From an optimization exercise on the open Yosys and OpenROAD flow, aimed at small area; shortcuts taken in it are not production practice.
Function not checked in this run: the RTL went through the layout flow alone.
No activity file was given, so power comes from the tool's default toggle rates.

==> flow/design.v <==
package spmv_mem_pkg;
    localparam int ADDR_W  = 48;
    localparam int DATA_W  = 64;
    localparam int TAG_W   = 3;
    localparam int RDCTL_W = 32;
endpackage
module spmv_sync_fifo #(
    parameter int WIDTH = 8,
    parameter int DEPTH = 8
) (
    input  logic                   clk,
    input  logic                   rst_n,
    input  logic                   push,
    input  logic [WIDTH-1:0]       din,
    input  logic                   pop,
    output logic [WIDTH-1:0]       dout,
    output logic [$clog2(DEPTH):0] count,
    output logic                   full,
    output logic                   empty
);
    localparam int AW = $clog2(DEPTH);
    localparam logic [AW:0] FULL_CNT = (AW+1)'(DEPTH);
    logic [WIDTH-1:0] mem [DEPTH];
    logic [AW-1:0]    wr_ptr;
    logic [AW-1:0]    rd_ptr;
    logic             do_push;
    logic             do_pop;
    assign do_push = push && !full;
    assign do_pop  = pop && !empty;
    assign full    = (count == FULL_CNT);
    assign empty   = (count == '0);
    assign dout    = mem[rd_ptr];
    always_ff @(posedge clk) begin
        if (do_push) mem[wr_ptr] <= din;
    end
    always_ff @(posedge clk or negedge rst_n) begin
        if (!rst_n) begin
            wr_ptr <= '0;
            rd_ptr <= '0;
            count  <= '0;
        end else begin
            if (do_push) wr_ptr <= wr_ptr + 1'b1;
            if (do_pop)  rd_ptr <= rd_ptr + 1'b1;
            case ({do_push, do_pop})
                2'b10:   count <= count + 1'b1;
                2'b01:   count <= count - 1'b1;
                default: ;
            endcase
        end
    end
endmodule
import spmv_mem_pkg::*;
module spmv_mem_port #(
    parameter int REQ_DEPTH    = 8,
    parameter int RSP_DEPTH    = 8,
    parameter int STALL_MARGIN = 2
) (
    input  logic               clk,
    input  logic               rst_n,
    input  logic               req_mem_ld,
    input  logic               req_mem_st,
    input  logic [ADDR_W-1:0]  req_mem_addr,
    input  logic [DATA_W-1:0]  req_mem_d_or_tag,
    output logic               req_mem_stall,
    output logic               rsp_mem_push,
    output logic [TAG_W-1:0]   rsp_mem_tag,
    output logic [DATA_W-1:0]  rsp_mem_q,
    input  logic               rsp_mem_stall,
    output logic               mc_req_ld,
    output logic               mc_req_st,
    output logic [ADDR_W-1:0]  mc_req_vadr,
    output logic [DATA_W-1:0]  mc_req_wrd_rdctl,
    input  logic               mc_rd_rq_stall,
    input  logic               mc_wr_rq_stall,
    input  logic               mc_rsp_push,
    input  logic [RDCTL_W-1:0] mc_rsp_rdctl,
    input  logic [DATA_W-1:0]  mc_rsp_data,
    output logic               mc_rsp_stall,
    output logic               idle,
    output logic               err
);
    typedef struct packed {
        logic              is_st;
        logic [ADDR_W-1:0] addr;
        logic [DATA_W-1:0] data;
    } mem_req_t;
    typedef struct packed {
        logic [TAG_W-1:0]  tag;
        logic [DATA_W-1:0] data;
    } mem_rsp_t;
    function automatic logic [DATA_W-1:0] rdctl_word(input logic [DATA_W-1:0] d);
        rdctl_word = {{(DATA_W-TAG_W){1'b0}}, d[TAG_W-1:0]};
    endfunction
    localparam int RQ_CW = $clog2(REQ_DEPTH) + 1;
    localparam int CR_W  = $clog2(RSP_DEPTH) + 1;
    localparam logic [RQ_CW-1:0] STALL_LVL = RQ_CW'(REQ_DEPTH - STALL_MARGIN);
    localparam logic [CR_W-1:0]  CRED_MAX  = CR_W'(RSP_DEPTH);
    mem_req_t          req_in, req_head;
    mem_rsp_t          rsp_in, rsp_head;
    logic [RQ_CW-1:0]  req_count;
    logic [CR_W-1:0]   rsp_count;
    logic              req_full, req_empty, rsp_full, rsp_empty;
    logic [CR_W-1:0]   credits, credits_nxt;
    logic [CR_W:0]     claimed;
    logic [RQ_CW-1:0]  req_left;
    logic              req_one, req_push, req_bad;
    logic              issue_ld, issue_st, issue;
    logic              rsp_ok, rsp_push, rsp_bad, rsp_pop;
    logic              unused_rdctl;
    assign unused_rdctl = ^mc_rsp_rdctl[RDCTL_W-1:TAG_W];
    assign req_one  = req_mem_ld ^ req_mem_st;
    assign req_push = req_one && !req_full;
    assign req_bad  = (req_mem_ld && req_mem_st) || (req_one && req_full);
    assign req_in   = {req_mem_st, req_mem_addr, req_mem_d_or_tag};
    assign req_mem_stall = (req_count >= STALL_LVL);
    assign mc_rsp_stall  = 1'b0;
    spmv_sync_fifo #(.WIDTH(1 + ADDR_W + DATA_W), .DEPTH(REQ_DEPTH)) u_req_fifo (
        .clk   (clk),
        .rst_n (rst_n),
        .push  (req_push),
        .din   (req_in),
        .pop   (issue),
        .dout  (req_head),
        .count (req_count),
        .full  (req_full),
        .empty (req_empty)
    );
    assign issue_ld = !req_empty && !req_head.is_st && !mc_rd_rq_stall && (credits != '0);
    assign issue_st = !req_empty &&  req_head.is_st && !mc_wr_rq_stall;
    assign issue    = issue_ld || issue_st;
    assign claimed  = {1'b0, credits} + {1'b0, rsp_count};
    assign rsp_ok   = (claimed < {1'b0, CRED_MAX});
    assign rsp_push = mc_rsp_push && rsp_ok;
    assign rsp_bad  = mc_rsp_push && !rsp_ok;
    assign rsp_in   = {mc_rsp_rdctl[TAG_W-1:0], mc_rsp_data};
    assign rsp_pop  = !rsp_empty && !rsp_mem_stall;
    spmv_sync_fifo #(.WIDTH(TAG_W + DATA_W), .DEPTH(RSP_DEPTH)) u_rsp_fifo (
        .clk   (clk),
        .rst_n (rst_n),
        .push  (rsp_push),
        .din   (rsp_in),
        .pop   (rsp_pop),
        .dout  (rsp_head),
        .count (rsp_count),
        .full  (rsp_full),
        .empty (rsp_empty)
    );
    always_comb begin
        credits_nxt = credits;
        case ({issue_ld, rsp_pop})
            2'b10:   credits_nxt = credits - 1'b1;
            2'b01:   credits_nxt = credits + 1'b1;
            default: ;
        endcase
    end
    assign req_left = req_count - RQ_CW'(issue);
    always_ff @(posedge clk or negedge rst_n) begin
        if (!rst_n) begin
            credits <= CRED_MAX;
            err     <= 1'b0;
            idle    <= 1'b1;
        end else begin
            credits <= credits_nxt;
            if (req_bad || rsp_bad) err <= 1'b1;
            idle <= !req_push && (req_left == '0) && (credits_nxt == CRED_MAX);
        end
    end
    always_ff @(posedge clk or negedge rst_n) begin
        if (!rst_n) begin
            mc_req_ld        <= 1'b0;
            mc_req_st        <= 1'b0;
            mc_req_vadr      <= '0;
            mc_req_wrd_rdctl <= '0;
        end else begin
            mc_req_ld <= issue_ld;
            mc_req_st <= issue_st;
            if (issue) begin
                mc_req_vadr      <= req_head.addr;
                mc_req_wrd_rdctl <= req_head.is_st ? req_head.data : rdctl_word(req_head.data);
            end
        end
    end
    always_ff @(posedge clk or negedge rst_n) begin
        if (!rst_n) begin
            rsp_mem_push <= 1'b0;
            rsp_mem_tag  <= '0;
            rsp_mem_q    <= '0;
        end else begin
            rsp_mem_push <= rsp_pop;
            if (rsp_pop) begin
                rsp_mem_tag <= rsp_head.tag;
                rsp_mem_q   <= rsp_head.data;
            end
        end
    end
endmodule
==> flow/run.sh <==
#!/bin/bash
# synth_recipe.tcl (not shown) runs the flow's synth.tcl, then flattens the netlist and writes it again
# the make line also repeats each setting of config.mk as NAME=value (left out here)
make -C /OpenROAD-flow-scripts/flow DESIGN_CONFIG=/design/flow/config.mk WORK_HOME=/design/flow/orfs CLKGATE_MAP_FILE= SYNTH_SCRIPT=/design/flow/synth_recipe.tcl finish
==> flow/config.mk <==
export PLATFORM = sky130hd
export DESIGN_NAME = spmv_mem_port
export DESIGN_NICKNAME = spmv_mem_port
export VERILOG_FILES = /design/flow/design.v
export SDC_FILE = /design/flow/constraint.sdc
export NUM_CORES = 4
export LEC_CHECK = 0
export CAP_MARGIN = 20
export CORE_MARGIN = 2
export CORE_UTILIZATION = 40
export SLEW_MARGIN = 20
==> flow/constraint.sdc <==
create_clock -name core_clock -period 4.0 [get_ports {clk}]
set_input_delay 0.8000 -clock core_clock [delete_from_list [all_inputs] [get_ports {clk}]]
set_output_delay 0.8000 -clock core_clock [all_outputs]
set_load 0.01 [all_outputs]
==> flow_summary_export.csv <==
group,metric,value,unit
outcome,outcome,"complete, no violations",
critical_path,reg2reg_to,"u_req_fifo.count[3]",
grt,grt_pass1_wl,201,mm
timing,period_minus_slack,3.17,ns
route,antenna_left,0,
critical_path,path_cells,"mux2i_1, a22oi_1, a211o_1, and2_4, clkinv_8, ha_1, ha_1, a21o_1, a21oi_1, xnor2_1, nor2_1, xor2_1",
die,core-area,154000,µm²
route,drt-total-wl,136,mm
critical_path,crit_arrival,3.81,ns
route,drtIter0Drc,1925,
cells_and_area,fill_cells,12397,
grt,grt_max_degree,139,
critical_path,crit_top_cell,"ha_1",
grt,track_usage,17.2,%
die,rows,144,
place,portBuffers,371,
die,die-area,158000,µm²
critical_path,path_buf_inv,1,
cts,cts.clk_slew.worst_paths,0.06,ns
yosys,ys_seq_area_share,78.1,%
grt,grt_pass1_vias,29871,
critical_path,worstSetupStartpointType,"flop",
cts,cts_resized,0,
route,wl_per_cell,25.0,µm
critical_path,r2r_start,"u_req_fifo.rd_ptr[0]",
timing,rsz0062_at_grt,"no",
cells_and_area,finalCoreUtilization,48.5,%
cells_and_area,final_area,74800,µm²
die,die-height,398,µm
critical_path,crit_required,4.64,ns
critical_path,ff2ff_path_depth,12,
yosys,synthCells,2722,
critical_path,cp-end-kind,"flop",
critical_path,critPathSlowestCell,"dfrtp_4",
place,placed_area,69200,µm²
route,post-route-drc-count,0,
timing,slew_headroom,28.4,%
yosys,synth_nets,2959,
worst_hold_path,hold_class,"flop to flop",
yosys,synth_area_per_cell,22.8,µm²
cells_and_area,layout_common_cells,"edfxtp_1, clkdlybuf4s50_1, mux4_2, dfrtp_1, clkbuf_16",
route,viasPerCell,5.25,
critical_path,reg2reg_slack,0.83,ns
cts,cts_tree,"built",
route,dr_total_vias,28475,
yosys,synth_top_area_share,69.7,%
timing,fmax,316,MHz
cts,cts_root_buf,"clkbuf_16",
timing,fin_worst_skew,0.0517,ns
yosys,yosysTopAreaCell,"edfxtp_1",
power,peakVddDrop,0.554,mV
timing,worst_pin_slew,1.07,ns
cells_and_area,layout-drive-gt1-share,25.1,%
critical_path,path_class,"flop to flop",
cts,cts_buffer_depth,3,
cells_and_area,mostFrequentLayoutCell,"edfxtp_1",
timing,hold_viol,0,
grt,gr-total-overflow,0,
run,max_cap_violations,0,
timing,setup-violations-final,0,
critical_path,worstPathMaxFanout,25,
power,power_density,737,nW/µm²
yosys,ys_types,42,
worst_hold_path,whs_path_depth,1,
cts,numCtsBuffers,171,
power,p_leak,24.8,nW
place,hpwl,74.3,mm
die,start_util,40.3,%
yosys,synth_seq_cells,1648,
die,ios,402,
critical_path,crit_family,"compound AO/OA/AOI/OAI gates",
cts,htree_levels,4,
timing,tns,0,ns
yosys,yosysWarnings,3,
cells_and_area,area_growth,20.5,%
timing,slew_viol_final,0,
timing,holdWs,0.486,ns
place,gp_congestion,0.714,
cts,clk_latency,0.79,ns
route,dr.pass1.iters,4,
cts,clock-sinks,1648,
grt,antenna_found_initial,31,
critical_path,cpPeakStageDelay,0.53,ns
worst_hold_path,whs_endpoint,"mc_req_wrd_rdctl[16]",
timing,fin_crit_sh,79.2,%
yosys,yosys-top-cells-area,"edfxtp_1, mux4_2, dfrtp_1, mux2i_1, mux2_4",
worst_hold_path,min_from,"mc_req_wrd_rdctl[16]",
power,power.total,55.1,mW
yosys,syn_area,62000,µm²
cells_and_area,nets,3465,
die,die-width,398,µm
==> cell usage after synthesis <==
library cell / number
buf_12: 5
a21o_1: 5
buf_6: 3
mux2_4: 50
fa_1: 3
clkinv_8: 1
mux4_2: 358
buf_1: 15
a22oi_1: 1
or2_2: 1
o2bb2ai_1: 61
o21ai_0: 5
a21oi_1: 73
o41ai_1: 1
dfstp_2: 2
mux2_2: 57
a2bb2oi_2: 1
clkbuf_1: 74
a31oi_1: 1
nand2b_1: 6
a311oi_1: 1
and2_1: 2
nand3b_1: 1
nor4_1: 3
xor2_1: 7
inv_1: 17
nor2_1: 82
nor2b_1: 2
a211o_1: 2
dfrtp_1: 206
nand3_2: 1
buf_4: 9
nand2_1: 19
nand3_1: 1
nor3_1: 9
buf_2: 32
ha_1: 18
or3_1: 1
xnor2_1: 12
mux2i_1: 133
edfxtp_1: 1440
conb_1: 1
==> area by class of cell <==
| cell class | instances | area [µm²] | share of cell area (%) |
|---|---|---|---|
| Sequential cell | 1648 | 48500 | 64.8 |
| Clock buffer | 258 | 4910 | 6.56 |
| Clock inverter | 64 | 659 | 0.882 |
| Tap cell | 2044 | 2560 | 3.42 |
| Multi-Input combinational cell | 918 | 13000 | 17.4 |
| Antenna cell | 5 | 12.5 | 0.0167 |
| Inverter | 18 | 87.6 | 0.117 |
| Timing Repair Buffer | 471 | 5080 | 6.80 |
==> cell families after synthesis <==
| family | share of synthesized area (%) |
|---|---|
| xor+xnor | 0.268 |
| other cells | 0.00605 |
| compound gates | 1.65 |
| simple gates | 0.871 |
| flops | 78.1 |
| buf+inv | 1.25 |
| fa+ha+maj | 0.460 |
| mux | 17.4 |
==> registers in the layout, indices dropped and copies added, names as in the netlist, 3 cells and up <==
signal and cells:
u_req_fifo.mem 904, u_rsp_fifo.rd_ptr 3, mc_req_wrd_rdctl 64, rsp_mem_q 64, u_rsp_fifo.mem 536, credits 4, u_rsp_fifo.count 4, mc_req_vadr 48
u_req_fifo.rd_ptr 3, u_req_fifo.wr_ptr 3, rsp_mem_tag 3, u_req_fifo.count 4, u_rsp_fifo.wr_ptr 3
==> layer usage <==
metal	vias to the layer above	GRT usage, %	part of all wire [%]
met5	-	0	0.25
met4	50	4.17	1.9
met3	231	5.49	8.1
met2	792	26.8	47
met1	15058	23.5	43
li1	12344	-	-
==> per-stage QoR <==
step | worst slack, ns | std cells
6_report | 0.832 | 5426
5_1_grt | 0.620 | 5423
4_1_cts | 0.785 | 5421
3_5_place_dp | 0.378 | 5098
3_3_place_gp | 0.378 | 5098
2_1_floorplan | -1.43 | 2722
==> power by group <==
part | switching [mW] | total [mW] | internal [mW] | leakage, nW
sequential | 1.38 | 23.1 | 21.8 | 15.5
clock | 6.59 | 15.5 | 8.94 | 2.71
combinational | 8.04 | 16.5 | 8.44 | 6.61
total | 16.0 | 55.1 | 39.1 | 24.8
==> how the worst max path moves through the flow <==
stage	startpoint	endpoint	depth (start not counted)
floorplan	req_mem_st	u_req_fifo.mem[0][0]	5
global placement	mc_rd_rq_stall	u_req_fifo.count[3]	13
detailed placement	mc_rd_rq_stall	u_req_fifo.count[3]	13
CTS	credits[3]	u_rsp_fifo.mem[1][61]	7
global route	credits[3]	u_rsp_fifo.mem[1][61]	7
finish	u_req_fifo.rd_ptr[0]	u_req_fifo.count[3]	12
==> timing repair <==
action,in CTS,in global routing
hold buffers,1,0
endpoints found under the hold margin,40,0
setup buffers,0,0

-- afterwards: timing with drivers on the ports --
The flow's constraints put no driver on any port. The routed layout listed below was extracted and timed again, unchanged, in two steps. Step 1: set_driving_cell puts a clkbuf_16 on clk and a buf_2 on each other input, an assumption about the parent block. Step 2 times the ports against the registers' clock, not the clock port: input delays grow and output delays shrink by t, the midpoint of the rising clock arrivals with the driver on. Three values: no drivers, after step 1, after step 2; two values: the first two.
t (ns): 0.834
setup WS [ns]: 0.832 / 0.832 / 0.349
latest minus earliest clock arrival (ns): 0.051 / 0.051
After both steps setup and hold are still met in this run. For this run, drivers alone change the setup slack by 0.000 ns; drivers and shift together by -0.483 ns.
